Context: an optimization exercise on an open-source flow, tuned for small area and a short achievable clock period. The choices shown serve that exercise and are no tape-out recipe.
Function was checked by simulation only, so behaviour that the tests miss may differ from the original.
Power and IR drop assume default switching activity.

==> design/flow/design.v <==
module instruction_buffer_nway #(
    parameter int P_ENTRY_W  = 102,
    parameter int P_DEPTH    = 32,
    parameter int P_DEPTH_W  = 5,
    parameter int P_IN_WAYS  = 2,
    parameter int P_OUT_WAYS = 2,
    parameter int P_STOP_TH  = 26
) (
    input  logic                             iCLOCK,
    input  logic                             inRESET,
    input  logic                             iFREE_REFRESH,
    input  logic [P_IN_WAYS-1:0]             iPREVIOUS_VALID,
    input  logic [P_IN_WAYS*P_ENTRY_W-1:0]   iPREVIOUS_DATA,
    output logic                             oPREVIOUS_FETCH_STOP,
    output logic                             oPREVIOUS_LOCK,
    output logic [P_OUT_WAYS-1:0]            oNEXT_VALID,
    output logic [P_OUT_WAYS*P_ENTRY_W-1:0]  oNEXT_DATA,
    input  logic                             iNEXT_LOCK,
    output logic [P_DEPTH_W:0]               oCOUNT
);
    localparam int W  = P_ENTRY_W;
    localparam int NB = (P_DEPTH - 2) / 2;    
    localparam int CW = P_DEPTH_W + 1;
    logic [CW-1:0] count_q;
    logic z_q, e1_q, e3_q, ge2_q, ge3_q, ge4_q, lock_q, fstop_q;
    logic          rpar_q, wpar_q;
    logic [NB-1:0] re_q, ro_q, we_q, wo_q;
    logic [W-1:0] h0_q, h1_q;
    logic [W-1:0] ebank_q [NB];
    logic [W-1:0] obank_q [NB];
    logic [W-1:0] d0, d1;
    assign d0 = iPREVIOUS_DATA[0 +: W];
    assign d1 = iPREVIOUS_DATA[W +: W];
    logic rv, acc, a0, a1;
    assign rv  = !iNEXT_LOCK && !iFREE_REFRESH;
    assign acc = !lock_q && !iFREE_REFRESH;
    assign a0  = acc && iPREVIOUS_VALID[0];
    assign a1  = acc && iPREVIOUS_VALID[1];
    assign oCOUNT               = count_q;
    assign oPREVIOUS_LOCK       = lock_q;
    assign oPREVIOUS_FETCH_STOP = fstop_q;
    assign oNEXT_VALID          = {ge2_q && rv, !z_q && rv};
    assign oNEXT_DATA           = {h1_q, h0_q};
    logic [W-1:0] erd, ord_;
    always_comb begin
        erd  = '0;
        ord_ = '0;
        for (int i = 0; i < NB; i++) begin
            erd  = erd  | ({W{re_q[i]}} & ebank_q[i]);
            ord_ = ord_ | ({W{ro_q[i]}} & obank_q[i]);
        end
    end
    logic cp1, cp2;
    assign cp1 = rv ? e3_q  : e1_q;
    assign cp2 = rv ? ge4_q : ge2_q;
    logic pop1, pop2, push1, push2;
    assign pop1  = rv && e3_q;
    assign pop2  = rv && ge4_q;
    assign push2 = cp2 && a0 && a1;
    assign push1 = (cp2 && (a0 ^ a1)) || (cp1 && a0 && a1);
    logic h0_en, h0_r, h0_sE, h0_sO, h0_s0, h0_s1;
    assign h0_en = z_q || rv;
    assign h0_r  = rv && ge3_q;
    assign h0_sE = h0_r && !rpar_q;
    assign h0_sO = h0_r &&  rpar_q;
    assign h0_s0 = !h0_r &&  iPREVIOUS_VALID[0];
    assign h0_s1 = !h0_r && !iPREVIOUS_VALID[0];
    logic h1_en, h1_r, h1_sE, h1_sO, h1_s0, h1_s1;
    assign h1_en = rv || !ge2_q;
    assign h1_r  = rv && ge4_q;
    assign h1_sE = h1_r &&  rpar_q;
    assign h1_sO = h1_r && !rpar_q;
    assign h1_s0 = cp1 && iPREVIOUS_VALID[0];
    assign h1_s1 = !h1_r && !h1_s0;
    logic [W-1:0] h0_d, h1_d;
    assign h0_d = ({W{h0_sE}} & erd) | ({W{h0_sO}} & ord_) | ({W{h0_s0}} & d0) | ({W{h0_s1}} & d1);
    assign h1_d = ({W{h1_sE}} & erd) | ({W{h1_sO}} & ord_) | ({W{h1_s0}} & d0) | ({W{h1_s1}} & d1);
    logic          e_sel0, o_sel0, e_en, o_en;
    logic [W-1:0]  ebus, obus;
    assign e_sel0 = !wpar_q && cp2 && iPREVIOUS_VALID[0];
    assign o_sel0 =  wpar_q && cp2 && iPREVIOUS_VALID[0];
    assign ebus   = e_sel0 ? d0 : d1;
    assign obus   = o_sel0 ? d0 : d1;
    assign e_en   = wpar_q ? push2 : (push1 || push2);
    assign o_en   = wpar_q ? (push1 || push2) : push2;
    logic [CW-1:0] count_d;
    logic [1:0]    wn, rn;
    assign wn = {1'b0, a0} + {1'b0, a1};
    assign rn = rv ? (ge2_q ? 2'd2 : (z_q ? 2'd0 : 2'd1)) : 2'd0;
    assign count_d = count_q + CW'(wn) - CW'(rn);
    logic [NB-1:0] re_rot, ro_rot, we_rot, wo_rot;
    assign re_rot = {re_q[NB-2:0], re_q[NB-1]};
    assign ro_rot = {ro_q[NB-2:0], ro_q[NB-1]};
    assign we_rot = {we_q[NB-2:0], we_q[NB-1]};
    assign wo_rot = {wo_q[NB-2:0], wo_q[NB-1]};
    always_ff @(posedge iCLOCK) begin
        if (!inRESET || iFREE_REFRESH) begin
            count_q <= '0;
            z_q     <= 1'b1;
            e1_q    <= 1'b0;
            e3_q    <= 1'b0;
            ge2_q   <= 1'b0;
            ge3_q   <= 1'b0;
            ge4_q   <= 1'b0;
            lock_q  <= 1'b0;
            fstop_q <= 1'b0;
            rpar_q  <= 1'b0;
            wpar_q  <= 1'b0;
            re_q    <= NB'(1);
            ro_q    <= NB'(1);
            we_q    <= NB'(1);
            wo_q    <= NB'(1);
        end else begin
            count_q <= count_d;
            z_q     <= count_d == 0;
            e1_q    <= count_d == 1;
            e3_q    <= count_d == 3;
            ge2_q   <= count_d >= 2;
            ge3_q   <= count_d >= 3;
            ge4_q   <= count_d >= 4;
            lock_q  <= count_d >= CW'(P_DEPTH - P_IN_WAYS + 1);
            fstop_q <= count_d > CW'(P_STOP_TH);
            if (pop2) begin
                re_q <= re_rot;
                ro_q <= ro_rot;
            end else if (pop1) begin
                rpar_q <= !rpar_q;
                if (rpar_q) ro_q <= ro_rot;
                else        re_q <= re_rot;
            end
            if (push2) begin
                we_q <= we_rot;
                wo_q <= wo_rot;
            end else if (push1) begin
                wpar_q <= !wpar_q;
                if (wpar_q) wo_q <= wo_rot;
                else        we_q <= we_rot;
            end
        end
    end
    always_ff @(posedge iCLOCK) begin
        if (h0_en) h0_q <= h0_d;
        if (h1_en) h1_q <= h1_d;
    end
    for (genvar i = 0; i < NB; i++) begin : g_ring
        always_ff @(posedge iCLOCK) begin
            if (e_en && we_q[i]) ebank_q[i] <= ebus;
            if (o_en && wo_q[i]) obank_q[i] <= obus;
        end
    end
endmodule
==> design/flow/run.sh <==
#!/bin/bash
# synth_recipe.tcl (not shown) runs the flow's synth.tcl, then flattens the netlist and writes it again
# the make line also repeats each setting of config.mk as NAME=value (left out here)
make -C /OpenROAD-flow-scripts/flow DESIGN_CONFIG=/design/flow/config.mk WORK_HOME=/design/flow/orfs CLKGATE_MAP_FILE= SYNTH_SCRIPT=/design/flow/synth_recipe.tcl finish
==> design/flow/config.mk <==
export PLATFORM = sky130hd
export DESIGN_NAME = instruction_buffer_nway
export DESIGN_NICKNAME = instruction_buffer_nway
export VERILOG_FILES = /design/flow/design.v
export SDC_FILE = /design/flow/constraint.sdc
export NUM_CORES = 4
export LEC_CHECK = 0
export ABC_CLOCK_PERIOD_IN_PS = 2800
export CAP_MARGIN = 20
export CORE_MARGIN = 2
export CORE_UTILIZATION = 45
export CTS_CLUSTER_DIAMETER = 70
export CTS_CLUSTER_SIZE = 24
export SETUP_SLACK_MARGIN = 3.2
export SLEW_MARGIN = 20
==> design/flow/constraint.sdc <==
create_clock -name core_clock -period 6.0 [get_ports {iCLOCK}]
set_input_delay 1.2000 -clock core_clock [delete_from_list [all_inputs] [get_ports {iCLOCK}]]
set_output_delay 1.2000 -clock core_clock [all_outputs]
set_load 0.01 [all_outputs]
==> out/results.ini, run 1 <==
[status]
status = finished clean

[setup_path]
timing.critical_path.max_delay_family = flip-flops
timing.critical_path.to_type = output pin
timing.critical_path.from_type = register
critical_path_peak_fanout = 1
setup.worst_path.end = oNEXT_DATA[197]
timing.critical_path.depth = 1
crit_path_cells = buf_6
timing.critical_path.arrival_ps = 2000
critical_path_buf_inv_count = 1
worst-setup-path-type = reg2out
r2r_start = re_q[2]$_SDFFE_PP0P_
critical_path_required_ps = 4800
worstSetupStartpoint = h1_q[95]$_DFFE_PP_
r2r_setup_slack_ps = 3150
worstRegToRegCells = 6
critical-path-slowest-cell = sky130_fd_sc_hd__edfxtp_1
timing.critical_path.slowest_cell_delay_ps = 880
reg2reg_to = h0_q[80]$_DFFE_PP_

[clock_tree]
cts_buffers = 170
clkLatencyLatePin_ps = 880
clock_sink_count = 3340
htree_num_levels = 4
clock_tree_from_tritoncts = built
max-clock-path-buffers = 3
worst_setup_hold_path_clk_slew_ps = 90
clockRootBuffer = sky130_fd_sc_hd__clkbuf_16

[synth]
synth_seq_cells = 3340
number_of_flops_mapped_to_enable_cells_by_yosys = 3264
post-synth-top-count-cell = sky130_fd_sc_hd__edfxtp_1
share_of_the_synthesized_area_in_the_top_cell_type_pct = 78.8
synth_unique_cells = 60
post_synth_inst_count = 6768
synth_area_leader_cell = sky130_fd_sc_hd__edfxtp_1
postSynth.topFlopCell = sky130_fd_sc_hd__edfxtp_1
post_synth_instance_area_um2 = 124000
synth_seq_area_share_pct = 80.0
yosys-top-cells-area = sky130_fd_sc_hd__edfxtp_1, sky130_fd_sc_hd__a22oi_1, sky130_fd_sc_hd__a222oi_1, sky130_fd_sc_hd__a221oi_1, sky130_fd_sc_hd__a22o_1
ys_async_sr_fraction_pct = 0
synth.yosys.warnings = 3
synthTopCellsByCount = sky130_fd_sc_hd__edfxtp_1, sky130_fd_sc_hd__a22oi_1, sky130_fd_sc_hd__clkbuf_1, sky130_fd_sc_hd__and3_1, sky130_fd_sc_hd__nand4_1
post_synth.cell_area_avg_um2 = 18.4
syn-num-nets = 6986

[global_route]
overflow = 0
global_route.usage.total_pct = 30.2
grt_start_max_net_pins = 105
number_of_global_route_vias_before_repair = 70284
antenna_found_initial = 32
grt_first_pass_wirelength_um = 590000

[layout]
final_cell_count_no_fill = 11066
multiInputGateArea_um2 = 23000
register_area_um2 = 99700
fin_util_pct = 51.4
fillers = 22069
design.final.nets = 7453
final_layout_size_suffix_gt1_share_pct = 13.6
area_delta_synth_final_pct = 14.0

[timing]
timing.final.setup_violations = 0
final.min_clock_period_ps = 3200
max_clock_freq_ghz = 0.312
clock_skew_ps = 36.4
setup-tns-final_ps = 0
postLayoutSetupSlackWorst_ps = 2800
finalCritPeriodShare_pct = 53.4
relSlewSlack_pct = 26.9
max_slew.worst_pin.slew_ps = 1100
finalHoldViolations = 0
final_max_slew_viol_count = 0
unrepaired_setup_endpoints_after_global_routing = yes

[run]
drv.max_cap_violation_count = 0

[detailed_routing]
detailedRoute.firstIterationViolations = 14122
drt_pre_antenna_iters = 10
route.final.wire_length_um = 449000
routed_via_density = 6.87
drc_errors_left = 0
vias = 76061
detail_route.wl_per_cell_um = 40.6
antenna_left = 0

[placed_design]
place.detailed.instances = 10597
hpwl_um = 245000
numPortBuffers = 423
rd_place_congestion = 0.887
detailedPlace.worstSlack_ps = 980

[power]
irDropWorstVdd_mv = 0.253
leakage_power_summed_over_all_cells_nw = 44.0
p_per_area_nw_per_um2 = 319

[floorplan]
pin_count = 424
dieWidth_um = 530
rows = 193
die_area_um2 = 281000
die-height_um = 530
core_region_area_um2 = 276000
start_util_pct = 45.1

[hold_path]
timing.hold.worst.class = reg2reg

## flip-flops by register name, indices dropped and copies added, names as in the netlist, 6 cells and up
name / cells
count_q: 6
wo_q: 15
obank_q: 1530
ebank_q: 1530
h1_q: 102
re_q: 15
we_q: 15
ro_q: 15
h0_q: 102
## logic make-up after synthesis
family                     count (synthesis)  synth area share, %
and+or+nand+nor                          672                 2.99
AOI/OAI and AO/OA                       1896                 11.9
buffers and inverters                    511                 1.82
DFF                                     3340                 80.0
adders and majority gates                  8               0.0926
muxes                                    336                 3.15
xor gates and xnor gates                   5               0.0352
## layout make-up
type	instances	area share, %
clock inverters	68	0.604
multi-input cells	2927	16.2
well taps	3705	3.27
flip-flops and latches	3340	70.3
repair buffers	752	6.01
diodes	31	0.0547
inverters	21	0.257
repair inverters	23	0.147
clock buffers	199	3.12
## what timing repair did
action / 4_1_cts / 5_1_grt
endpoints found under the setup margin: 6592 / 2026
resized for setup: 736 / 143
gates cloned: 28 / 31
pin swaps: 15 / 12
hold buffers: 0 / 0
buffers inserted: 41 / 71
## per-layer routing
layer | vias to the layer above | share of wire [%] | wire, µm | track usage [%]
li1 | 29572 | - | - | -
met1 | 39575 | 36 | 162000 | 40.7
met2 | 5948 | 46 | 205000 | 46.6
met3 | 950 | 12 | 53000 | 5.49
met4 | 16 | 6.4 | 28700 | 16.7
met5 | - | 0.023 | 103 | 0
## stage by stage
step / area, µm² / hold slack [ps] / power (mW)
after floorplan: 124000 / 431 / 29.7
after global placement: 134000 / 445 / 32.4
after detailed placement: 134000 / 450 / 32.4
after CTS: 140000 / 463 / 45.1
after global routing: 142000 / 510 / 46.2
final: 142000 / 471 / 45.3
## worst min path at each step
| stage | startpoint | endpoint | depth (start not counted) |
|---|---|---|---|
| finish | wo_q[14]$_SDFFE_PP0P_ | wo_q[14]$_SDFFE_PP0P_ | 2 |
| floorplan | we_q[14]$_SDFFE_PP0P_ | we_q[14]$_SDFFE_PP0P_ | 2 |
| global placement | wo_q[3]$_SDFFE_PP0P_ | wo_q[3]$_SDFFE_PP0P_ | 2 |
| detailed placement | wo_q[4]$_SDFFE_PP0P_ | wo_q[4]$_SDFFE_PP0P_ | 2 |
| global route | wo_q[14]$_SDFFE_PP0P_ | wo_q[14]$_SDFFE_PP0P_ | 2 |
| CTS | wo_q[4]$_SDFFE_PP0P_ | wo_q[4]$_SDFFE_PP0P_ | 2 |
## layout by cell type (no fill, tap or decap), types with 16 or more instances in the layout
cell and instances:
sky130_fd_sc_hd__a222oi_1 204, sky130_fd_sc_hd__mux2_2 90, sky130_fd_sc_hd__mux2_1 34, sky130_fd_sc_hd__nand3_1 18
sky130_fd_sc_hd__and2_4 16, sky130_fd_sc_hd__and3_1 205, sky130_fd_sc_hd__dfxtp_4 30, sky130_fd_sc_hd__clkdlybuf4s50_1 205
sky130_fd_sc_hd__mux2i_1 132, sky130_fd_sc_hd__dfxtp_1 43, sky130_fd_sc_hd__edfxtp_1 3264, sky130_fd_sc_hd__buf_12 92
sky130_fd_sc_hd__nor2_1 39, sky130_fd_sc_hd__a221oi_1 204, sky130_fd_sc_hd__clkdlybuf4s15_1 77, sky130_fd_sc_hd__buf_2 78
sky130_fd_sc_hd__o21ai_0 18, sky130_fd_sc_hd__clkdlybuf4s15_2 24, sky130_fd_sc_hd__dlygate4sd2_1 20, sky130_fd_sc_hd__inv_6 36
sky130_fd_sc_hd__clkbuf_16 183, sky130_fd_sc_hd__mux2_4 80, sky130_fd_sc_hd__o22ai_1 103, sky130_fd_sc_hd__a22oi_1 1020
sky130_fd_sc_hd__buf_16 34, sky130_fd_sc_hd__a22o_1 204, sky130_fd_sc_hd__clkbuf_1 26, sky130_fd_sc_hd__buf_4 175
sky130_fd_sc_hd__diode_2 31, sky130_fd_sc_hd__nand2_1 141, sky130_fd_sc_hd__buf_6 27, sky130_fd_sc_hd__a21oi_1 120
sky130_fd_sc_hd__nand4_1 205
## report_power, final
| group | switching [mW] | internal (mW) | total [mW] |
|---|---|---|---|
| clock network | 7.48 | 5.84 | 13.3 |
| logic | 3.17 | 1.51 | 4.68 |
| registers | 0.481 | 26.8 | 27.3 |
==> run 2: changes to the inputs <==
--- a/design/flow/config.mk
+++ b/design/flow/config.mk
@@ -9,7 +9,7 @@
 export CAP_MARGIN = 20
 export CORE_MARGIN = 2
-export CORE_UTILIZATION = 45
+export CORE_UTILIZATION = 60
 export CTS_CLUSTER_DIAMETER = 70
 export CTS_CLUSTER_SIZE = 24
-export SETUP_SLACK_MARGIN = 3.2
+export SETUP_SLACK_MARGIN = 3.3
 export SLEW_MARGIN = 20
==> run 2 against run 1 <==
Compared with the run above: final area fell by 0.27%; critical path depth did not move; sequential cell count did not move; utilization rose by 17 points; sequential share of layout area rose by 0.20 points; critical path type unchanged; largest power group unchanged.
==> out/results.ini, run 2 <==
[setup_path]
timing.critical_path.to_type = output pin
timing.critical_path.max_delay_family = flip-flops
critical_path_required_ps = 4800
critical_path_buf_inv_count = 1
critical-path-slowest-cell = sky130_fd_sc_hd__edfxtp_1
timing.critical_path.slowest_cell_delay_ps = 670
r2r_start = re_q[0]$_SDFFE_PP1P_
worstRegToRegCells = 6
crit_path_cells = buf_2
timing.critical_path.arrival_ps = 1800
r2r_setup_slack_ps = 3210
reg2reg_to = h0_q[45]$_DFFE_PP_
critical_path_peak_fanout = 1
worst-setup-path-type = reg2out
timing.critical_path.from_type = register

[synth]
synth_seq_area_share_pct = 80.0
synthTopCellsByCount = sky130_fd_sc_hd__edfxtp_1, sky130_fd_sc_hd__a22oi_1, sky130_fd_sc_hd__clkbuf_1, sky130_fd_sc_hd__and3_1, sky130_fd_sc_hd__nand4_1
syn-num-nets = 6986
number_of_flops_mapped_to_enable_cells_by_yosys = 3264
synth_unique_cells = 60
ys_async_sr_fraction_pct = 0
synth_seq_cells = 3340
synth_area_in_compound_gates_pct = 11.9
synth-simple-area-share_pct = 2.99
post_synth.cell_area_avg_um2 = 18.4
yosys.area_share.adder_pct = 0.0926
yosys-top-cells-area = sky130_fd_sc_hd__edfxtp_1, sky130_fd_sc_hd__a22oi_1, sky130_fd_sc_hd__a222oi_1, sky130_fd_sc_hd__a221oi_1, sky130_fd_sc_hd__a22o_1
post_synth_instance_area_um2 = 124000
synth.yosys.warnings = 3
post_synth_inst_count = 6768
synth_top_family_by_area = compound AO/OA/AOI/OAI gates
synth_xor_xnor_area_share_pct = 0.0352
synth.area.mux_share_pct = 3.15
postSynth.topFlopCell = sky130_fd_sc_hd__edfxtp_1
synth_area_leader_cell = sky130_fd_sc_hd__edfxtp_1
post-synth-top-count-cell = sky130_fd_sc_hd__edfxtp_1
share_of_the_synthesized_area_in_the_top_cell_type_pct = 78.8

[power]
intPower_mw = 34.5
power.switching_mw = 11.6
leakage_power_summed_over_all_cells_nw = 44.7
clockPowerShare_pct = 29.7
sw_frac_of_total_pct = 25.1
p_per_area_nw_per_um2 = 326
seq_power_share_pct = 59.4
comb_power_share_pct = 10.9
irDropWorstVdd_mv = 0.354

[global_route]
grt_first_pass_wirelength_um = 598000
number_of_global_route_vias_before_repair = 70746
antenna_found_initial = 48
global_route.usage.total_pct = 41.5
grt_start_max_net_pins = 104
overflow = 0

[layout]
final_cell_count_no_fill = 10159
mostFrequentLayoutCell = sky130_fd_sc_hd__edfxtp_1
area_delta_synth_final_pct = 13.7
final_cell_mix = sky130_fd_sc_hd__edfxtp_1, sky130_fd_sc_hd__a22oi_1, sky130_fd_sc_hd__and3_1, sky130_fd_sc_hd__nand4_1, sky130_fd_sc_hd__clkdlybuf4s50_1
design.final.nets = 7526
final_layout_size_suffix_gt1_share_pct = 16.5
top_regs = ebank_q: 1530 flops, obank_q: 1530 flops

[clock_tree]
clock_sink_count = 3340
clock_tree_from_tritoncts = built
clockRootBuffer = sky130_fd_sc_hd__clkbuf_16
max-clock-path-buffers = 3
hold_buf_count_cts = 0
cts_buffers = 173
htree_num_levels = 4
clkLatencyLatePin_ps = 900
worst_setup_hold_path_clk_slew_ps = 90

[hold_path]
holdPathStages = 2
worst_hold_path.endpoint = wo_q[10]$_SDFFE_PP0P_
timing.hold.worst.start = wo_q[10]$_SDFFE_PP0P_
timing.hold.worst.class = reg2reg

[floorplan]
die-height_um = 459
die_area_um2 = 211000
start_util_pct = 60.2
rows = 167
dieWidth_um = 459
pin_count = 424
core_region_area_um2 = 207000

[timing]
setup-tns-final_ps = 0
clock_skew_ps = 31.9
relSlewSlack_pct = 19.0
finalHoldViolations = 0
max_clock_freq_ghz = 0.334
finalCritPeriodShare_pct = 50.0
max_slew.worst_pin.slew_ps = 1210
final_max_slew_viol_count = 0
timing.final.setup_violations = 0
final.min_clock_period_ps = 3000
unrepaired_setup_endpoints_after_global_routing = yes

[placed_design]
place.detailed.instances = 9595
hpwl_um = 254000
rd_place_congestion = 0.978
numPortBuffers = 423

[status]
status = finished clean

[detailed_routing]
vias = 77799
detail_route.wl_per_cell_um = 45.2
route.final.wire_length_um = 459000
drc_errors_left = 0
drt_pre_antenna_iters = 9
routed_via_density = 7.66
detailedRoute.firstIterationViolations = 15752
antenna_left = 0

[run]
drv.max_cap_violation_count = 0

## run 2: logic make-up after synthesis
kind of cell | after synthesis
AOI/OAI and AO/OA | 1896
and+or+nand+nor | 672
muxes | 336
adders and majority gates | 8
xor gates and xnor gates | 5
buffers and inverters | 511
DFF | 3340
## run 2: layer usage
layer  vias up  wire length (µm)  GRT usage [%]
met2      6677            205000           61.0
li1      29782                 -              -
met1     40256            160000           58.4
met5         -               220              0
met4        18             24900           18.9
met3      1066             68900           11.7
## run 2: cell type report
cell class / instances / area, µm²
flip-flops and latches: 3340 / 99700
fillers: 13551 / 65300
multi-input cells: 2927 / 23200
repair buffers: 823 / 8920
clock buffers: 227 / 4660
well taps: 2704 / 3380
clock inverters: 72 / 922
inverters: 21 / 334
repair inverters: 22 / 193
diodes: 23 / 57.6
## run 2: worst max path at each step
stage,start,cells after the start,slack [ps],to
after detailed placement,iFREE_REFRESH,10,980,ge2_q$_SDFF_PP0_
after CTS,h0_q[47]$_DFFE_PP_,1,2980,oNEXT_DATA[47]
after global routing,h0_q[47]$_DFFE_PP_,1,3020,oNEXT_DATA[47]
final,h0_q[47]$_DFFE_PP_,1,3000,oNEXT_DATA[47]
after global placement,iFREE_REFRESH,10,1040,ge2_q$_SDFF_PP0_
after floorplan,iNEXT_LOCK,7,230,obank_q[0][0]$_DFFE_PP_
## run 2: power by group through the flow
stage	combinational (mW)	clock (mW)	sequential (mW)
after floorplan	1.90	0	27.8
after global placement	4.67	0	27.9
after detailed placement	4.72	0	27.9
after CTS	4.55	13.6	27.3
after global routing	5.15	14.4	27.4
final	5.04	13.7	27.4
## run 2: what timing repair did
| item | CTS | global route |
|---|---|---|
| gates resized for setup | 1075 | 201 |
| gates cloned | 22 | 40 |
| setup endpoints to repair | 6712 | 4124 |
| setup buffers | 93 | 87 |
| pin swaps | 31 | 32 |
## run 2: stage by stage
stage | utilization, % | hold slack (ps) | instance area (µm²) | power [mW] | setup WS (ps)
after floorplan | - | 431 | 124000 | 29.7 | 232
after global placement | 64.1 | 443 | 132000 | 32.6 | 1040
after detailed placement | 64.1 | 447 | 132000 | 32.6 | 984
after CTS | 67.3 | 459 | 139000 | 45.5 | 2980
after global routing | 68.4 | 499 | 141000 | 46.9 | 3020
final | 68.4 | 490 | 141000 | 46.1 | 3000
==> run 3: changes to the inputs <==
--- a/design/flow/config.mk
+++ b/design/flow/config.mk
@@ -9,7 +9,7 @@
 export CAP_MARGIN = 20
 export CORE_MARGIN = 2
-export CORE_UTILIZATION = 60
+export CORE_UTILIZATION = 55
 export CTS_CLUSTER_DIAMETER = 70
 export CTS_CLUSTER_SIZE = 24
-export SETUP_SLACK_MARGIN = 3.3
+export SETUP_SLACK_MARGIN = 3.1
 export SLEW_MARGIN = 20
==> run 3 against run 2 <==
Compared with the run above: sequential power about the same; count of clock-buffer cells in the layout decreased by 15; worst hold slack got worse by 22 ps; synthesized cell count unchanged; largest power group unchanged; critical path depth increased by 5; utilization decreased by 6.2 points; via count decreased by 2.7%; critical endpoint is now h1_q[70]$_DFFE_PP_; clock power about the same; final cell count increased by 1.8%; sequential share of layout area increased by 0.71 points.
==> out/results.ini, run 3 <==
[synth]
post_synth_inst_count = 6768
share_of_the_synthesized_area_in_the_top_cell_type_pct = 78.8
synthTopCellsByCount = sky130_fd_sc_hd__edfxtp_1, sky130_fd_sc_hd__a22oi_1, sky130_fd_sc_hd__clkbuf_1, sky130_fd_sc_hd__and3_1, sky130_fd_sc_hd__nand4_1
postSynth.topFlopCell = sky130_fd_sc_hd__edfxtp_1
synth.yosys.warnings = 3
post-synth-top-count-cell = sky130_fd_sc_hd__edfxtp_1
synth_seq_cells = 3340
synth_area_leader_cell = sky130_fd_sc_hd__edfxtp_1
number_of_flops_mapped_to_enable_cells_by_yosys = 3264
synth_seq_area_share_pct = 80.0
synth_unique_cells = 60
post_synth_instance_area_um2 = 124000
post_synth.cell_area_avg_um2 = 18.4
syn-num-nets = 6986
ys_async_sr_fraction_pct = 0
yosys-top-cells-area = sky130_fd_sc_hd__edfxtp_1, sky130_fd_sc_hd__a22oi_1, sky130_fd_sc_hd__a222oi_1, sky130_fd_sc_hd__a221oi_1, sky130_fd_sc_hd__a22o_1

[timing]
postLayoutSetupSlackWorst_ps = 2980
relSlewSlack_pct = 18.6
final_max_slew_viol_count = 0
final.min_clock_period_ps = 3020
finalCritPeriodShare_pct = 50.3
finalHoldViolations = 0
setup-tns-final_ps = 0
max_slew.worst_pin.slew_ps = 1220
worst_hold_margin_ps = 467
clock_skew_ps = 51.1
timing.final.setup_violations = 0
unrepaired_setup_endpoints_after_global_routing = yes
max_clock_freq_ghz = 0.331

[layout]
multiInputGateArea_um2 = 22900
top_regs = ebank_q: 1530 flops, obank_q: 1530 flops
register_area_um2 = 99700
final_layout_size_suffix_gt1_share_pct = 11.3
design.final.nets = 7374
final_cell_mix = sky130_fd_sc_hd__edfxtp_1, sky130_fd_sc_hd__a22oi_1, sky130_fd_sc_hd__and3_1, sky130_fd_sc_hd__nand4_1, sky130_fd_sc_hd__clkdlybuf4s50_1
fillers = 16063
mostFrequentLayoutCell = sky130_fd_sc_hd__edfxtp_1
area_delta_synth_final_pct = 12.5

[detailed_routing]
detailedRoute.firstIterationViolations = 14462
detail_route.wl_per_cell_um = 43.6
drt_pre_antenna_iters = 9
met2RoutedLength_um = 200000
route.final.wire_length_um = 451000
routed_via_density = 7.32
vias = 75694
detailroute.wirelength.met3_um = 60800
drc_errors_left = 0
routed.top_layer = met5
antenna_left = 0
wirelength_met1_um = 171000

[floorplan]
start_util_pct = 55.3
pin_count = 424
rows = 174
die_area_um2 = 230000
die-height_um = 480
core_region_area_um2 = 225000
dieWidth_um = 480

[setup_path]
timing.critical_path.to_type = register
worstSetupStartpoint = re_q[1]$_SDFFE_PP0P_
r2r_start = re_q[1]$_SDFFE_PP0P_
critical_path_required_ps = 6640
critical_path_peak_fanout = 104
setup.worst_path.end = h1_q[70]$_DFFE_PP_
timing.critical_path.from_type = register
r2r_setup_slack_ps = 2980
worst-setup-path-type = reg2reg
reg2reg_to = h1_q[70]$_DFFE_PP_
worstRegToRegCells = 6
timing.critical_path.arrival_ps = 3650

[placed_design]
hpwl_um = 261000
detailedPlace.worstSlack_ps = 969
numPortBuffers = 423
rd_place_congestion = 1.00

[status]
status = finished clean

[power]
leakage_power_summed_over_all_cells_nw = 43.5
p_per_area_nw_per_um2 = 330
irDropWorstVdd_mv = 0.324

[run]
drv.max_cap_violation_count = 0

[global_route]
overflow = 0
grt_first_pass_wirelength_um = 601000
global_route.usage.total_pct = 38.3
number_of_global_route_vias_before_repair = 68270
grt_start_max_net_pins = 105
antenna_found_initial = 101

[hold_path]
timing.hold.worst.class = reg2reg
timing.hold.worst.start = wo_q[11]$_SDFFE_PP0P_

[clock_tree]
clock_sink_count = 3340
clkLatencyLatePin_ps = 890
cts_buffers = 178
max-clock-path-buffers = 3
htree_num_levels = 4
clock_tree_from_tritoncts = built
worst_setup_hold_path_clk_slew_ps = 90
clockRootBuffer = sky130_fd_sc_hd__clkbuf_16
hold_buf_count_cts = 0

-- run 3: cell counts after synthesis --
No cell type changed its count.
-- run 3: routing by layer --
layer / track usage [%] / vias to the layer above
li1: - / 29512
met2: 55.3 / 6004
met3: 10.1 / 754
met5: 0 / -
met1: 56.1 / 39398
met4: 14.7 / 26
-- run 3: through the flow --
stage | util (%) | power (mW) | instances | instance area [µm²]
final | 62.2 | 46.1 | 10342 | 140000
after global routing | 62.2 | 47.1 | 10296 | 140000
after CTS | 61.9 | 45.9 | 10242 | 139000
after detailed placement | 59.1 | 32.8 | 9876 | 133000
after global placement | 59.1 | 32.7 | 9875 | 133000
after floorplan | - | 29.7 | 6768 | 124000
-- run 3: cell families after synthesis --
logic type	Yosys count	synth area share (%)
compound gates	1896	11.9
xor+xnor	5	0.0352
fa+ha+maj	8	0.0926
buf+inv	511	1.82
flops	3340	80.0
mux	336	3.15
simple gates	672	2.99
-- run 3: timing repair --
item,in CTS,in global routing
pin swaps,18,7
gates cloned,11,6
endpoints found under the setup margin,6630,1000
resized for setup,470,36
setup buffers,53,22
-- run 3: worst min path at each step --
| stage | to | cells after the start | slack [ps] |
|---|---|---|---|
| after detailed placement | wo_q[12]$_SDFFE_PP0P_ | 2 | 450 |
| after CTS | wo_q[12]$_SDFFE_PP0P_ | 2 | 460 |
| final | wo_q[11]$_SDFFE_PP0P_ | 2 | 470 |
| after global routing | wo_q[11]$_SDFFE_PP0P_ | 2 | 490 |
| after floorplan | we_q[14]$_SDFFE_PP0P_ | 2 | 430 |
| after global placement | wo_q[12]$_SDFFE_PP0P_ | 2 | 440 |
-- run 3: final cells by class --
type,instances,share of cell area (%)
clock buffers,212,3.39
repair inverters,2,0.0125
well taps,2992,2.68
flip-flops and latches,3340,71.2
inverters,21,0.172
multi-input cells,2927,16.3
diodes,72,0.129
clock inverters,90,0.696
repair buffers,686,5.37
-- run 3: worst max-delay path, cell delays in order (launching register included) --
cell                       delay, ps
sky130_fd_sc_hd__dfxtp_4         350
sky130_fd_sc_hd__buf_12          190
sky130_fd_sc_hd__a222oi_1        610
sky130_fd_sc_hd__and3_1          220
sky130_fd_sc_hd__nand4_1         530
sky130_fd_sc_hd__a22oi_1         370
sky130_fd_sc_hd__nand2_1         100
-- run 3: power breakdown --
part           leakage [nW]  internal (mW)  switching (mW)
Combinational          10.5           1.49            3.32
Sequential             30.3           26.8           0.677
Clock                  2.76           6.15            7.68
==> run 4: changes to the inputs <==
--- a/design/flow/config.mk
+++ b/design/flow/config.mk
@@ -9,7 +9,7 @@
 export CAP_MARGIN = 20
 export CORE_MARGIN = 2
-export CORE_UTILIZATION = 55
+export CORE_UTILIZATION = 50
 export CTS_CLUSTER_DIAMETER = 70
-export CTS_CLUSTER_SIZE = 24
-export SETUP_SLACK_MARGIN = 3.1
+export CTS_CLUSTER_SIZE = 28
+export SETUP_SLACK_MARGIN = 3.2
 export SLEW_MARGIN = 20
==> run 4 against run 3 <==
Compared with the run above: still clean on timing, DRC and antenna; sequential power about the same; sequential share of layout area decreased by 0.51 points; via count grew 0.80%; synthesized area is the same; largest power group unchanged.
==> out/results.ini, run 4 <==
[status]
status = finished clean

[timing]
setup-tns-final_ps = 0
timing.final.setup_violations = 0
finalCritPeriodShare_pct = 50.7
final_max_slew_viol_count = 0
clock_skew_ps = 41.5
unrepaired_setup_endpoints_after_global_routing = yes
final.min_clock_period_ps = 3040
relSlewSlack_pct = 21.9
worst_hold_margin_ps = 469
max_slew.worst_pin.slew_ps = 1170
max_clock_freq_ghz = 0.329
finalHoldViolations = 0

[setup_path]
worst-setup-path-type = reg2out
timing.critical_path.max_delay_family = flip-flops
timing.critical_path.to_type = output pin
crit_path_cells = buf_6
critical_path_peak_fanout = 1
r2r_start = ro_q[11]$_SDFFE_PP0P_
worstSetupStartpoint = h0_q[50]$_DFFE_PP_
critical_path_buf_inv_count = 1
timing.critical_path.slowest_cell_delay_ps = 780
critical_path_required_ps = 4800
timing.critical_path.arrival_ps = 1840
critical-path-slowest-cell = sky130_fd_sc_hd__edfxtp_1
timing.critical_path.from_type = register

[global_route]
grt_start_max_net_pins = 105
overflow = 0
number_of_global_route_vias_before_repair = 68707
grt_first_pass_wirelength_um = 598000
global_route.usage.total_pct = 34.5
antenna_found_initial = 83

[placed_design]
hpwl_um = 257000
postPlaceCellArea_um2 = 133000
numPortBuffers = 423
rd_place_congestion = 1.00
place.detailed.instances = 10213

[synth]
postSynth.topFlopCell = sky130_fd_sc_hd__edfxtp_1
share_of_the_synthesized_area_in_the_top_cell_type_pct = 78.8
synthTopCellsByCount = sky130_fd_sc_hd__edfxtp_1, sky130_fd_sc_hd__a22oi_1, sky130_fd_sc_hd__clkbuf_1, sky130_fd_sc_hd__and3_1, sky130_fd_sc_hd__nand4_1
ys_async_sr_fraction_pct = 0
synth.yosys.warnings = 3
syn-num-nets = 6986
synth_area_leader_cell = sky130_fd_sc_hd__edfxtp_1
yosys-top-cells-area = sky130_fd_sc_hd__edfxtp_1, sky130_fd_sc_hd__a22oi_1, sky130_fd_sc_hd__a222oi_1, sky130_fd_sc_hd__a221oi_1, sky130_fd_sc_hd__a22o_1
post_synth_instance_area_um2 = 124000
post_synth_inst_count = 6768
synth_seq_cells = 3340
number_of_flops_mapped_to_enable_cells_by_yosys = 3264
synth_seq_area_share_pct = 80.0
synth_unique_cells = 60
post-synth-top-count-cell = sky130_fd_sc_hd__edfxtp_1
post_synth.cell_area_avg_um2 = 18.4

[power]
irDropWorstVdd_mv = 0.324
leakage_power_summed_over_all_cells_nw = 43.9
p_per_area_nw_per_um2 = 328
clockPowerShare_pct = 29.7
comb_power_share_pct = 10.8
intPower_mw = 34.3
seq_power_share_pct = 59.5
sw_frac_of_total_pct = 25.6
power.switching_mw = 11.8

[clock_tree]
clock_sink_count = 3340
clockRootBuffer = sky130_fd_sc_hd__clkbuf_16
cts_buffers = 162
clock_tree_from_tritoncts = built
worst_setup_hold_path_clk_slew_ps = 90
clkLatencyLatePin_ps = 890
max-clock-path-buffers = 3
htree_num_levels = 4

[layout]
finish.instance_area_um2 = 141000
mostFrequentLayoutCell = sky130_fd_sc_hd__edfxtp_1
top_regs = ebank_q: 1530 flops, obank_q: 1530 flops
final_layout_size_suffix_gt1_share_pct = 13.4
final_cell_count_no_fill = 10718
area_delta_synth_final_pct = 13.3
design.final.nets = 7421
final_cell_mix = sky130_fd_sc_hd__edfxtp_1, sky130_fd_sc_hd__a22oi_1, sky130_fd_sc_hd__and3_1, sky130_fd_sc_hd__nand4_1, sky130_fd_sc_hd__clkdlybuf4s50_1
fin_util_pct = 56.8

[floorplan]
die_area_um2 = 253000
core_region_area_um2 = 248000
pin_count = 424
die-height_um = 503
rows = 183
dieWidth_um = 503
start_util_pct = 50.2

[detailed_routing]
drt_pre_antenna_iters = 7
detail_route.wl_per_cell_um = 42.4
vias = 76296
antenna_left = 0
detailedRoute.firstIterationViolations = 14940
drc_errors_left = 0
wirelength_met1_um = 167000
met2RoutedLength_um = 201000
routed_via_density = 7.12
routed.top_layer = met5
detailroute.wirelength.met3_um = 62800
route.final.wire_length_um = 454000

[hold_path]
timing.hold.worst.start = wo_q[9]$_SDFFE_PP0P_
timing.hold.worst.class = reg2reg

[run]
drv.max_cap_violation_count = 0

run 4: cell type report:
type | count | area [µm²]
tap | 3330 | 4170
clock inverter | 92 | 1220
inverter | 21 | 387
timing repair inverter | 8 | 70.1
sequential | 3340 | 99700
clock buffer | 190 | 4320
timing repair buffer | 742 | 8010
antenna | 67 | 168
fill | 18502 | 107000
multi-input combinational | 2928 | 23000
run 4: what timing repair did:
action / 4_1_cts / 5_1_grt
hold buffers: 0 / 0
buffers inserted: 55 / 66
gates cloned: 14 / 21
gates resized for setup: 790 / 76
endpoints found under the setup margin: 6694 / 1245
pin swaps: 27 / 23
run 4: power by group through the flow:
stage	registers [mW]	clock network (mW)	logic, mW
global route	27.4	14.5	5.09
finish	27.5	13.7	4.98
CTS	27.4	13.8	4.66
floorplan	27.8	0	1.90
global placement	28.0	0	4.72
detailed placement	27.9	0	4.78
run 4: path summary, 6_finish.rpt:
path / to / slack, ps / cells after the start
max: oNEXT_DATA[50] / 2960 / 1
min: wo_q[9]$_SDFFE_PP0P_ / 470 / 2
max reg2reg: h0_q[11]$_DFFE_PP_ / 3180 / 6
min reg2reg: wo_q[9]$_SDFFE_PP0P_ / 470 / 2
run 4: layer usage:
layer / GRT usage [%] / vias up
met3: 10.0 / 985
met5: 0 / -
met2: 50.1 / 6073
met4: 15.8 / 44
li1: - / 29590
met1: 48.3 / 39604
run 4: cells by family after synthesis:
group / count (synthesis) / share of synthesized area (%)
multiplexers: 336 / 3.15
AND/OR/NAND/NOR: 672 / 2.99
adder cells (fa/ha/maj): 8 / 0.0926
buffers and inverters: 511 / 1.82
flip-flops: 3340 / 80.0
AO/OA/AOI/OAI: 1896 / 11.9
XOR/XNOR: 5 / 0.0352
run 4: through the flow:
step / setup slack (ps) / power (mW)
finish: 2960 / 46.2
CTS: 2930 / 45.8
global placement: 1040 / 32.7
floorplan: 232 / 29.7
detailed placement: 1080 / 32.7
global route: 3000 / 47.0
==> run 5: changes to the inputs <==
==> design/flow/flow/run.sh (new file) <==
#!/bin/bash
# Standard ORFS layout, with plain buffers (instead of clkdlybuf4s50_1) on the ports.
set -euo pipefail
bash standard.sh BUFFER_PORTS_ARGS="-buffer_cell sky130_fd_sc_hd__buf_2" finish > flow_make.log 2>&1
==> design/flow/standard.sh (new file) <==
#!/bin/bash
# synth_recipe.tcl (not shown) runs the flow's synth.tcl, then flattens the netlist and writes it again
# the make line also repeats each setting of config.mk as NAME=value (left out here)
make -C /OpenROAD-flow-scripts/flow DESIGN_CONFIG=/design/flow/config.mk WORK_HOME=/design/flow/orfs CLKGATE_MAP_FILE= SYNTH_SCRIPT=/design/flow/synth_recipe.tcl "${@:-finish}"
--- a/design/flow/config.mk
+++ b/design/flow/config.mk
@@ -9,7 +9,7 @@
 export CAP_MARGIN = 20
 export CORE_MARGIN = 2
-export CORE_UTILIZATION = 50
+export CORE_UTILIZATION = 60
 export CTS_CLUSTER_DIAMETER = 70
-export CTS_CLUSTER_SIZE = 28
+export CTS_CLUSTER_SIZE = 24
 export SETUP_SLACK_MARGIN = 3.2
 export SLEW_MARGIN = 20
removed: design/flow/run.sh
==> run 5 against run 4 <==
Compared with the run above: still clean on timing, DRC and antenna; combinational power fell by 1%; sequential cell count did not move; fmax fell by 1.2%; routed wire length rose by 2.9%; global-route usage rose by 8.8 points; die area fell by 17%; via count rose by 2.7%; worst hold slack improved by 6.0 ps; count of clock-buffer cells in the layout rose by 30; non-clock buffer count rose by 3; clock power barely moved; largest power group unchanged.
==> out/results.ini, run 5 <==
[global_route]
grt_start_max_net_pins = 87
global_route.usage.total_pct = 43.3
antenna_found_initial = 81
number_of_global_route_vias_before_repair = 69706
grt_first_pass_wirelength_um = 616000
overflow = 0

[hold_path]
worst_hold_path.endpoint = wo_q[9]$_SDFFE_PP0P_
timing.hold.worst.start = wo_q[9]$_SDFFE_PP0P_
timing.hold.worst.class = reg2reg
holdPathStages = 2

[setup_path]
timing.critical_path.from_type = register
worst-setup-path-type = reg2out
timing.critical_path.max_delay_family = flip-flops
critical_path_buf_inv_count = 1
worstRegToRegCells = 6
r2r_start = re_q[13]$_SDFFE_PP0P_
timing.critical_path.depth = 1
timing.critical_path.slowest_cell_delay_ps = 770
timing.critical_path.to_type = output pin
timing.critical_path.arrival_ps = 1880
r2r_setup_slack_ps = 3150
critical_path_required_ps = 4800
reg2reg_to = h1_q[48]$_DFFE_PP_
crit_path_cells = buf_2
critical-path-slowest-cell = sky130_fd_sc_hd__edfxtp_1
critical_path_peak_fanout = 4

[timing]
timing.final.setup_violations = 0
relSlewSlack_pct = 24.8
final.min_clock_period_ps = 3080
setup-tns-final_ps = 0
max_slew.worst_pin.slew_ps = 1130
clock_skew_ps = 48.8
max_clock_freq_ghz = 0.325
finalCritPeriodShare_pct = 51.3
final_max_slew_viol_count = 0
worst_hold_margin_ps = 475
finalHoldViolations = 0
unrepaired_setup_endpoints_after_global_routing = yes

[clock_tree]
max-clock-path-buffers = 3
cts_buffers = 174
worst_setup_hold_path_clk_slew_ps = 100
clockRootBuffer = sky130_fd_sc_hd__clkbuf_16
clock_tree_from_tritoncts = built
clkLatencyLatePin_ps = 880
clock_sink_count = 3340
htree_num_levels = 4

[synth]
postSynth.topFlopCell = sky130_fd_sc_hd__edfxtp_1
synthTopCellsByCount = sky130_fd_sc_hd__edfxtp_1, sky130_fd_sc_hd__a22oi_1, sky130_fd_sc_hd__clkbuf_1, sky130_fd_sc_hd__and3_1, sky130_fd_sc_hd__nand4_1
yosys-top-cells-area = sky130_fd_sc_hd__edfxtp_1, sky130_fd_sc_hd__a22oi_1, sky130_fd_sc_hd__a222oi_1, sky130_fd_sc_hd__a221oi_1, sky130_fd_sc_hd__a22o_1
post_synth_inst_count = 6768
number_of_flops_mapped_to_enable_cells_by_yosys = 3264
post_synth_instance_area_um2 = 124000
synth_seq_cells = 3340
post_synth.cell_area_avg_um2 = 18.4
synth.yosys.warnings = 3
syn-num-nets = 6986
synth_area_leader_cell = sky130_fd_sc_hd__edfxtp_1
post-synth-top-count-cell = sky130_fd_sc_hd__edfxtp_1
synth_seq_area_share_pct = 80.0
share_of_the_synthesized_area_in_the_top_cell_type_pct = 78.8
synth_unique_cells = 60
ys_async_sr_fraction_pct = 0

[floorplan]
die_area_um2 = 211000
core_region_area_um2 = 207000
pin_count = 424
dieWidth_um = 459
rows = 167
die-height_um = 459
start_util_pct = 60.2

[power]
p_per_area_nw_per_um2 = 333
leakage_power_summed_over_all_cells_nw = 44.0
irDropWorstVdd_mv = 0.340

[layout]
mostFrequentLayoutCell = sky130_fd_sc_hd__edfxtp_1
design.final.nets = 7457
final_layout_size_suffix_gt1_share_pct = 18.5
final_cell_mix = sky130_fd_sc_hd__edfxtp_1, sky130_fd_sc_hd__a22oi_1, sky130_fd_sc_hd__buf_2, sky130_fd_sc_hd__and3_1, sky130_fd_sc_hd__nand4_1
finish.instance_area_um2 = 139000
area_delta_synth_final_pct = 11.7
final_cell_count_no_fill = 10106
top_regs = ebank_q: 1530 flops, obank_q: 1530 flops
fin_util_pct = 67.2

[detailed_routing]
antenna_left = 0
vias = 78365
detail_route.wl_per_cell_um = 46.3
route.final.wire_length_um = 468000
routed_via_density = 7.75
detailedRoute.firstIterationViolations = 16464
drt_pre_antenna_iters = 9
drc_errors_left = 0

[run]
drv.max_cap_violation_count = 0

[placed_design]
postPlaceCellArea_um2 = 130000
numPortBuffers = 423
rd_place_congestion = 1.02
place.detailed.instances = 9575
hpwl_um = 260000

[status]
status = finished clean

[run 5: logic make-up after synthesis]
group	count (synthesis)	synth area share, %
and+or+nand+nor	672	2.99
AOI/OAI and AO/OA	1896	11.9
DFF	3340	80.0
xor gates and xnor gates	5	0.0352
muxes	336	3.15
buffers and inverters	511	1.82
adders and majority gates	8	0.0926
[run 5: final cells by class]
cell class              count  area (µm²)
well taps                2704        3380
repair buffers            745        6420
multi-input cells        2933       23100
inverters                  21         374
fillers                 13909       67700
repair inverters           24         211
clock inverters            71         950
clock buffers             220        4720
diodes                     48         120
flip-flops and latches   3340       99700
[run 5: how the worst max path moves through the flow]
stage | from | to
after detailed placement | iFREE_REFRESH | ebank_q[7][5]$_DFFE_PP_
after global routing | iNEXT_LOCK | oNEXT_VALID[0]
final | h0_q[46]$_DFFE_PP_ | oNEXT_DATA[46]
after floorplan | iNEXT_LOCK | obank_q[0][0]$_DFFE_PP_
after CTS | h0_q[46]$_DFFE_PP_ | oNEXT_DATA[46]
after global placement | iFREE_REFRESH | ebank_q[7][95]$_DFFE_PP_
[run 5: metal layers]
layer,routed length [µm],GRT usage (%)
met5,353,0
met4,29900,21.6
met3,71600,13.7
met2,203000,62.2
met1,162000,60.1
[run 5: repair_timing]
item | CTS | global route
cloned | 42 | 13
buffers inserted | 95 | 42
gates resized for setup | 191 | 142
hold buffers | 0 | 0
setup endpoints to repair | 6323 | 2336
pin swaps | 29 | 28
endpoints found under the hold margin | 0 | 0
[run 5: report_power, final]
| group | internal (mW) | switching [mW] |
|---|---|---|
| Combinational | 1.45 | 3.46 |
| Clock | 6.32 | 7.52 |
| Sequential | 26.8 | 0.655 |
[run 5: stage by stage]
step           power, mW  setup WS [ps]
5_1_grt             47.0           2930
6_report            46.2           2920
4_1_cts             45.8           2900
3_5_place_dp        32.1           1270
3_3_place_gp        32.1           1290
2_1_floorplan       29.7            232
==> run 6: changes to the inputs <==
--- a/design/flow/design.v
+++ b/design/flow/design.v
@@ -51,12 +51,15 @@
         end
     end
-    logic cp1, cp2;
-    assign cp1 = rv ? e3_q  : e1_q;
-    assign cp2 = rv ? ge4_q : ge2_q;
-    logic pop1, pop2, push1, push2;
-    assign pop1  = rv && e3_q;
-    assign pop2  = rv && ge4_q;
-    assign push2 = cp2 && a0 && a1;
-    assign push1 = (cp2 && (a0 ^ a1)) || (cp1 && a0 && a1);
+    logic cp1;
+    assign cp1 = rv ? e3_q : e1_q;
+    logic push1, push2, pop1, pop2, wz, wge1, w2, hd_empty;
+    assign push2    = a0 && a1;
+    assign push1    = a0 ^ a1;
+    assign w2       = push2;
+    assign wge1     = a0 || a1;
+    assign wz       = !wge1;
+    assign hd_empty = rv ? !ge3_q : z_q;
+    assign pop2 = (rv && ge4_q) || (rv && e3_q && wge1) || (hd_empty && w2);
+    assign pop1 = (rv && e3_q && wz) || (hd_empty && push1) || (!rv && e1_q && wge1);
     logic h0_en, h0_r, h0_sE, h0_sO, h0_s0, h0_s1;
     assign h0_en = z_q || rv;
@@ -78,10 +81,10 @@
     logic          e_sel0, o_sel0, e_en, o_en;
     logic [W-1:0]  ebus, obus;
-    assign e_sel0 = !wpar_q && cp2 && iPREVIOUS_VALID[0];
-    assign o_sel0 =  wpar_q && cp2 && iPREVIOUS_VALID[0];
+    assign e_sel0 = !wpar_q && iPREVIOUS_VALID[0];
+    assign o_sel0 =  wpar_q && iPREVIOUS_VALID[0];
     assign ebus   = e_sel0 ? d0 : d1;
     assign obus   = o_sel0 ? d0 : d1;
-    assign e_en   = wpar_q ? push2 : (push1 || push2);
-    assign o_en   = wpar_q ? (push1 || push2) : push2;
+    assign e_en   = wpar_q ? push2 : wge1;
+    assign o_en   = wpar_q ? wge1 : push2;
     logic [CW-1:0] count_d;
     logic [1:0]    wn, rn;
==> design/flow/run.sh (new file) <==
#!/bin/bash
# synth_recipe.tcl (not shown) runs the flow's synth.tcl, then flattens the netlist and writes it again
# the make line also repeats each setting of config.mk as NAME=value (left out here)
make -C /OpenROAD-flow-scripts/flow DESIGN_CONFIG=/design/flow/config.mk WORK_HOME=/design/flow/orfs CLKGATE_MAP_FILE= SYNTH_SCRIPT=/design/flow/synth_recipe.tcl finish
removed: design/flow/flow/run.sh
removed: design/flow/standard.sh
==> run 6 against run 5 <==
Compared with the run above: sequential power barely moved; final area rose by 1.3%; critical path type is now in2out; final cell count rose by 0.32%; clock power barely moved; total power rose by 2.0%; routed wire length fell by 5.6%.
==> out/results.ini, run 6 <==
[synth]
synth.area.mux_share_pct = 2.92
synth.yosys.warnings = 3
synth_top_family_by_area = compound AO/OA/AOI/OAI gates
synth_area_in_compound_gates_pct = 11.9
synth_area_leader_cell = sky130_fd_sc_hd__edfxtp_1
yosys-top-cells-area = sky130_fd_sc_hd__edfxtp_1, sky130_fd_sc_hd__a22oi_1, sky130_fd_sc_hd__mux2_2, sky130_fd_sc_hd__a222oi_1, sky130_fd_sc_hd__a221oi_1
number_of_flops_mapped_to_enable_cells_by_yosys = 3264
synth_seq_cells = 3340
post-synth-top-count-cell = sky130_fd_sc_hd__edfxtp_1
synth_seq_area_share_pct = 80.4
post_synth_instance_area_um2 = 124000
ys_async_sr_fraction_pct = 0
syn-num-nets = 6981
synth-simple-area-share_pct = 3.09
postSynth.topFlopCell = sky130_fd_sc_hd__edfxtp_1
share_of_the_synthesized_area_in_the_top_cell_type_pct = 79.1
post_synth.cell_area_avg_um2 = 18.3
synthTopCellsByCount = sky130_fd_sc_hd__edfxtp_1, sky130_fd_sc_hd__a22oi_1, sky130_fd_sc_hd__clkbuf_1, sky130_fd_sc_hd__and3_1, sky130_fd_sc_hd__nand4_1
post_synth_inst_count = 6760
synth_unique_cells = 49
synth_xor_xnor_area_share_pct = 0.0354
yosys.area_share.adder_pct = 0.123

[global_route]
antenna_found_initial = 62
gr-usage-met1_pct = 59.3
global_route.usage.total_pct = 41.3
grt.met3_usage_pct = 11.8
grt_start_max_net_pins = 103
gr-max-usage-layer = met2
groute.layer.met2.usage_pct = 59.3
number_of_global_route_vias_before_repair = 71917
grt_first_pass_wirelength_um = 596000
overflow = 0

[hold_path]
holdPathStages = 2
worst_hold_path.endpoint = we_q[5]$_SDFFE_PP0P_
timing.hold.worst.start = we_q[4]$_SDFFE_PP0P_
timing.hold.worst.class = reg2reg

[setup_path]
r2r_setup_slack_ps = 3130
timing.critical_path.from_type = primary input
crit_path_cells = buf_12, or2_4, nor2_4, buf_6
critical-path-slowest-cell = sky130_fd_sc_hd__or2_4
timing.critical_path.to_type = output pin
timing.critical_path.arrival_ps = 1890
critical_path_required_ps = 4800
worst-setup-path-type = in2out
worstRegToRegCells = 6
timing.critical_path.max_delay_family = simple AND/OR/NAND/NOR gates
critical_path_buf_inv_count = 2
reg2reg_to = h0_q[89]$_DFFE_PP_
timing.critical_path.slowest_cell_delay_ps = 260
critical_path_peak_fanout = 5
r2r_start = ro_q[14]$_SDFFE_PP0P_

[clock_tree]
max-clock-path-buffers = 3
clock_sink_count = 3340
cts_buffers = 173
clock_tree_from_tritoncts = built
htree_num_levels = 4
clockRootBuffer = sky130_fd_sc_hd__clkbuf_16
worst_setup_hold_path_clk_slew_ps = 90
clkLatencyLatePin_ps = 870

[power]
irDropWorstVdd_mv = 0.341
finalPower_mw = 47.1
leakage_power_summed_over_all_cells_nw = 43.9
p_per_area_nw_per_um2 = 335

[detailed_routing]
detail_route.wl_per_cell_um = 43.6
antenna_left = 0
route.final.wire_length_um = 442000
drc_errors_left = 0
routed_via_density = 7.62
vias = 77248
detailedRoute.firstIterationViolations = 15084
drt_pre_antenna_iters = 7

[timing]
clock_skew_ps = 36.8
unrepaired_setup_endpoints_after_global_routing = yes
relSlewSlack_pct = 20.1
final_max_slew_viol_count = 0
finalCritPeriodShare_pct = 51.4
timing.final.setup_violations = 0
finalHoldViolations = 0
setup-tns-final_ps = 0
postLayoutSetupSlackWorst_ps = 2910
max_slew.worst_pin.slew_ps = 1200
final.min_clock_period_ps = 3090
max_clock_freq_ghz = 0.324

[floorplan]
start_util_pct = 60.4
dieWidth_um = 458
pin_count = 424
die-height_um = 458
core_region_area_um2 = 205000
die_area_um2 = 210000
rows = 166

[placed_design]
detailedPlace.worstSlack_ps = 1170
postPlaceCellArea_um2 = 133000
rd_place_congestion = 1.15
numPortBuffers = 423
hpwl_um = 257000

[layout]
finish.instance_area_um2 = 141000
mostFrequentLayoutCell = sky130_fd_sc_hd__edfxtp_1
final_layout_size_suffix_gt1_share_pct = 14.6
design.final.nets = 7527
final_cell_mix = sky130_fd_sc_hd__edfxtp_1, sky130_fd_sc_hd__a22oi_1, sky130_fd_sc_hd__buf_4
top_regs = ebank_q: 1530 flops, obank_q: 1530 flops
fillers = 13412
area_delta_synth_final_pct = 13.6

[run]
drv.max_cap_violation_count = 0

[status]
status = finished clean

==> run 6: what timing repair did <==
action | 4_1_cts | 5_1_grt
endpoints found under the setup margin | 3556 | 1037
hold buffers | 0 | 0
buffers inserted | 123 | 24
resized for setup | 610 | 41
cloned | 25 | 7
pin swaps | 35 | 12
==> run 6: kinds of logic (layout without fill, tap and decap cells) <==
| logic type | count (synthesis) | after routing |
|---|---|---|
| XOR/XNOR | 5 | 5 |
| AND/OR/NAND/NOR | 698 | 717 |
| other | 0 | 43 |
| flip-flops | 3340 | 3340 |
| multiplexers | 336 | 336 |
| adder cells (fa/ha/maj) | 11 | 11 |
| buffers and inverters | 479 | 1106 |
| AO/OA/AOI/OAI | 1891 | 1892 |
==> run 6: where the power goes <==
part / internal [mW] / switching [mW]
Sequential: 26.9 / 0.626
Clock: 6.03 / 7.46
Combinational: 1.91 / 4.18
Total: 34.9 / 12.3
==> run 6: metrics by stage <==
step / hold WS (ps) / util (%) / instances
after floorplan: 445 / - / 6760
after global placement: 458 / 64.8 / 9640
after detailed placement: 465 / 64.8 / 9640
after CTS: 481 / 68.3 / 10064
after global routing: 506 / 68.6 / 10127
final: 482 / 68.6 / 10138
==> run 6: worst max path at each step <==
stage	end	startpoint	depth (start not counted)	slack [ps]
global placement	obank_q[0][55]$_DFFE_PP_	iFREE_REFRESH	9	1160
detailed placement	ebank_q[1][57]$_DFFE_PP_	iFREE_REFRESH	9	1170
global route	oNEXT_VALID[0]	iNEXT_LOCK	4	2920
floorplan	ro_q[10]$_SDFFE_PP0P_	iFREE_REFRESH	7	2100
finish	oNEXT_VALID[0]	iNEXT_LOCK	4	2910
CTS	oNEXT_VALID[0]	iNEXT_LOCK	4	2910
==> run 6: routing by layer <==
metal | vias up | wire (µm)
met3 | 956 | 65500
met5 | - | 847
li1 | 29798 | -
met1 | 39759 | 160000
met4 | 34 | 22500
met2 | 6701 | 193000
==> run 6: layout make-up <==
class                   instances  area [µm²]  share of cell area (%)
diodes                         43         108                  0.0765
clock buffers                 203        4710                    3.34
clock inverters                73         737                   0.524
inverters                      13        51.3                  0.0365
multi-input cells            2961       22900                    16.3
flip-flops and latches       3340       99600                    70.8
well taps                    2688        3360                    2.39
repair buffers                817        9180                    6.53
==> run 6: tightest hold or removal path: cells and delay by family (launching register included) <==
family / cells / cell delay [ps]
compound gates: 1 / 50
flops: 1 / 330
simple gates: 1 / 60
==> run 7: changes to the inputs <==
--- a/design/flow/config.mk
+++ b/design/flow/config.mk
@@ -11,5 +11,5 @@
 export CORE_UTILIZATION = 60
 export CTS_CLUSTER_DIAMETER = 70
-export CTS_CLUSTER_SIZE = 24
+export CTS_CLUSTER_SIZE = 30
 export SETUP_SLACK_MARGIN = 3.2
 export SLEW_MARGIN = 20
==> run 7 against run 6 <==
Compared with the run above: combinational power about the same; via count up 0.12%; die area unchanged; clock skew up 6.9 ps; final cell count down 0.14%; first-iteration DRC count up 1.4%; sequential power about the same; synthesized cell count unchanged.
==> out/results.ini, run 7 <==
[timing]
finalCritPeriodShare_pct = 51.3
timing.final.setup_violations = 0
max_clock_freq_ghz = 0.325
final_max_slew_viol_count = 0
max_slew.worst_pin.slew_ps = 1180
unrepaired_setup_endpoints_after_global_routing = yes
finalHoldViolations = 0
setup-tns-final_ps = 0
clock_skew_ps = 43.7
relSlewSlack_pct = 21.3
final.min_clock_period_ps = 3080

[clock_tree]
clockRootBuffer = sky130_fd_sc_hd__clkbuf_16
clock_sink_count = 3340
worst_setup_hold_path_clk_slew_ps = 100
max-clock-path-buffers = 3
clkLatencyLatePin_ps = 870
cts_buffers = 154
clock_tree_from_tritoncts = built
hold_buf_count_cts = 0
htree_num_levels = 4

[synth]
synth_unique_cells = 49
synth_xor_xnor_area_share_pct = 0.0354
synth_seq_cells = 3340
synth.area.mux_share_pct = 2.92
synth_area_leader_cell = sky130_fd_sc_hd__edfxtp_1
postSynth.topFlopCell = sky130_fd_sc_hd__edfxtp_1
post_synth.cell_area_avg_um2 = 18.3
synth_area_in_compound_gates_pct = 11.9
yosys-top-cells-area = sky130_fd_sc_hd__edfxtp_1, sky130_fd_sc_hd__a22oi_1, sky130_fd_sc_hd__mux2_2, sky130_fd_sc_hd__a222oi_1, sky130_fd_sc_hd__a221oi_1
post_synth_instance_area_um2 = 124000
synthTopCellsByCount = sky130_fd_sc_hd__edfxtp_1, sky130_fd_sc_hd__a22oi_1, sky130_fd_sc_hd__clkbuf_1, sky130_fd_sc_hd__and3_1, sky130_fd_sc_hd__nand4_1
post-synth-top-count-cell = sky130_fd_sc_hd__edfxtp_1
share_of_the_synthesized_area_in_the_top_cell_type_pct = 79.1
synth.yosys.warnings = 3
ys_async_sr_fraction_pct = 0
synth_seq_area_share_pct = 80.4
number_of_flops_mapped_to_enable_cells_by_yosys = 3264
syn-num-nets = 6981
synth-simple-area-share_pct = 3.09
yosys.area_share.adder_pct = 0.123
post_synth_inst_count = 6760
synth_top_family_by_area = compound AO/OA/AOI/OAI gates

[setup_path]
timing.critical_path.max_delay_family = simple AND/OR/NAND/NOR gates
critical-path-slowest-cell = sky130_fd_sc_hd__or2_4
critical_path_peak_fanout = 5
timing.critical_path.to_type = output pin
critical_path_buf_inv_count = 2
timing.critical_path.slowest_cell_delay_ps = 260
timing.critical_path.arrival_ps = 1880
crit_path_cells = buf_12, or2_4, nor2_4, buf_6
worst-setup-path-type = in2out
r2r_setup_slack_ps = 3140
timing.critical_path.from_type = primary input
critical_path_required_ps = 4800

[placed_design]
hpwl_um = 257000
rd_place_congestion = 1.15
place.detailed.instances = 9640
numPortBuffers = 423
postPlaceCellArea_um2 = 133000

[global_route]
grt_start_max_net_pins = 103
number_of_global_route_vias_before_repair = 71896
overflow = 0
grt_first_pass_wirelength_um = 598000
antenna_found_initial = 61
global_route.usage.total_pct = 41.5

[floorplan]
pin_count = 424
die-height_um = 458
rows = 166
die_area_um2 = 210000
core_region_area_um2 = 205000
dieWidth_um = 458
start_util_pct = 60.4

[layout]
design.final.nets = 7505
top_regs = ebank_q: 1530 flops, obank_q: 1530 flops
fillers = 13411
fin_util_pct = 68.6
area_delta_synth_final_pct = 13.5
mostFrequentLayoutCell = sky130_fd_sc_hd__edfxtp_1
finish.instance_area_um2 = 141000
final_cell_count_no_fill = 10124
final_layout_size_suffix_gt1_share_pct = 14.8
final_cell_mix = sky130_fd_sc_hd__edfxtp_1, sky130_fd_sc_hd__a22oi_1, sky130_fd_sc_hd__and3_1, sky130_fd_sc_hd__nand4_1, sky130_fd_sc_hd__clkdlybuf4s50_1

[detailed_routing]
vias = 77338
route.final.wire_length_um = 442000
detail_route.wl_per_cell_um = 43.7
detailedRoute.firstIterationViolations = 15297
drc_errors_left = 0
antenna_left = 0
routed_via_density = 7.64
drt_pre_antenna_iters = 7

[run]
drv.max_cap_violation_count = 0

[power]
finalPower_mw = 46.8
p_per_area_nw_per_um2 = 333
leakage_power_summed_over_all_cells_nw = 43.8
irDropWorstVdd_mv = 0.390

[status]
status = finished clean

[hold_path]
timing.hold.worst.class = reg2reg

[run 7: cell counts after synthesis]
No cell type changed its count.
[run 7: per-layer routing]
layer  vias up  GRT usage (%)  wire [µm]
met2      6700           59.5     194000
met1     39889           59.5     160000
li1      29758              -          -
met4        36           18.3      22200
met3       955           12.0      65500
met5         -           1.70        670
[run 7: cell families after synthesis]
kind of cell | after synthesis
buffers and inverters | 479
and+or+nand+nor | 698
muxes | 336
xor gates and xnor gates | 5
adders and majority gates | 11
AOI/OAI and AO/OA | 1891
DFF | 3340
[run 7: stage by stage]
| stage | setup slack [ps] | hold WS, ps |
|---|---|---|
| final | 2920 | 484 |
| after floorplan | 2100 | 445 |
| after detailed placement | 1170 | 465 |
| after global routing | 2920 | 513 |
| after CTS | 2910 | 483 |
| after global placement | 1160 | 458 |
[run 7: worst register-to-register path: cells and delay by family (launching register included)]
| family | cells | cell delay [ps] |
|---|---|---|
| AOI/OAI and AO/OA | 4 | 1130 |
| DFF | 1 | 540 |
| and+or+nand+nor | 1 | 510 |
| buffers and inverters | 1 | 390 |
[run 7: cell type report]
cell class,instances,area (µm²),area share [%]
flip-flops and latches,3340,99700,70.9
clock inverters,93,1120,0.794
diodes,40,100,0.0712
clock buffers,175,4120,2.93
multi-input cells,2959,22900,16.3
well taps,2688,3360,2.39
repair buffers,816,9280,6.60
inverters,13,48.8,0.0347
[run 7: worst paths after layout]
kind,startpoint,end,cells after the start
min,we_q[6]$_SDFFE_PP0P_,we_q[6]$_SDFFE_PP0P_,2
min reg2reg,we_q[6]$_SDFFE_PP0P_,we_q[6]$_SDFFE_PP0P_,2
max,iNEXT_LOCK,oNEXT_VALID[0],4
max reg2reg,ro_q[2]$_SDFFE_PP0P_,h0_q[76]$_DFFE_PP_,6
[run 7: report_power, final]
part / internal (mW) / switching (mW) / total (mW) / leakage (nW)
registers: 26.9 / 0.608 / 27.5 / 30.3
logic: 1.92 / 4.19 / 6.11 / 10.9
clock network: 5.45 / 7.68 / 13.1 / 2.52
[run 7: repair_timing]
item / 4_1_cts / 5_1_grt
endpoints found under the setup margin: 3547 / 1140
setup buffers: 128 / 19
cloned: 27 / 2
pin swaps: 33 / 10
resized for setup: 639 / 44

## what the ideal ports hide
Ports are ideal in the flow. The routed layouts listed here were re-timed in OpenROAD.
Step 1 (the two cells are an assumption about what drives the block):
set clk [get_ports {iCLOCK}]
set_driving_cell -lib_cell sky130_fd_sc_hd__clkbuf_16 $clk
set_driving_cell -lib_cell sky130_fd_sc_hd__buf_2 [delete_from_list [all_inputs] $clk]
Step 2 moves the port delays by t, midway between the first and last clock arrival at a register: inputs arrive t later, outputs are due t later. That takes back most of the time a late clock gives input paths.
Three values: no drivers, after step 1, after step 2; two values: the first two.
run	shift t [ns]	slack for setup (ns)	worst hold slack (ns)	worst setup path at the end	latest minus earliest clock arrival (ns)
run 1	0.951	2.797 / 2.714 / 2.168	0.471 / 0.471 / 0.471	input to register	0.043 / 0.043
run 2	0.972	3.002 / 2.906 / 2.305	0.490 / 0.490 / 0.490	input to register	0.037 / 0.037
run 3	0.952	2.982 / 2.916 / 2.123	0.467 / 0.467 / 0.467	input to register	0.051 / 0.052
run 4	0.956	2.961 / 2.875 / 2.098	0.469 / 0.469 / 0.469	input to register	0.044 / 0.044
run 5	0.945	2.924 / 2.831 / 2.194	0.475 / 0.475 / 0.475	input to register	0.052 / 0.052
run 6	0.956	2.915 / 2.725 / 2.049	0.482 / 0.482 / 0.482	input to register	0.040 / 0.040
run 7	0.951	2.923 / 2.728 / 2.006	0.484 / 0.484 / 0.484	input to register	0.053 / 0.054
After both steps every run listed still meets setup and hold. For run 7, which loses most, drivers alone change the setup slack by -0.195 ns; drivers and shift together by -0.917 ns.
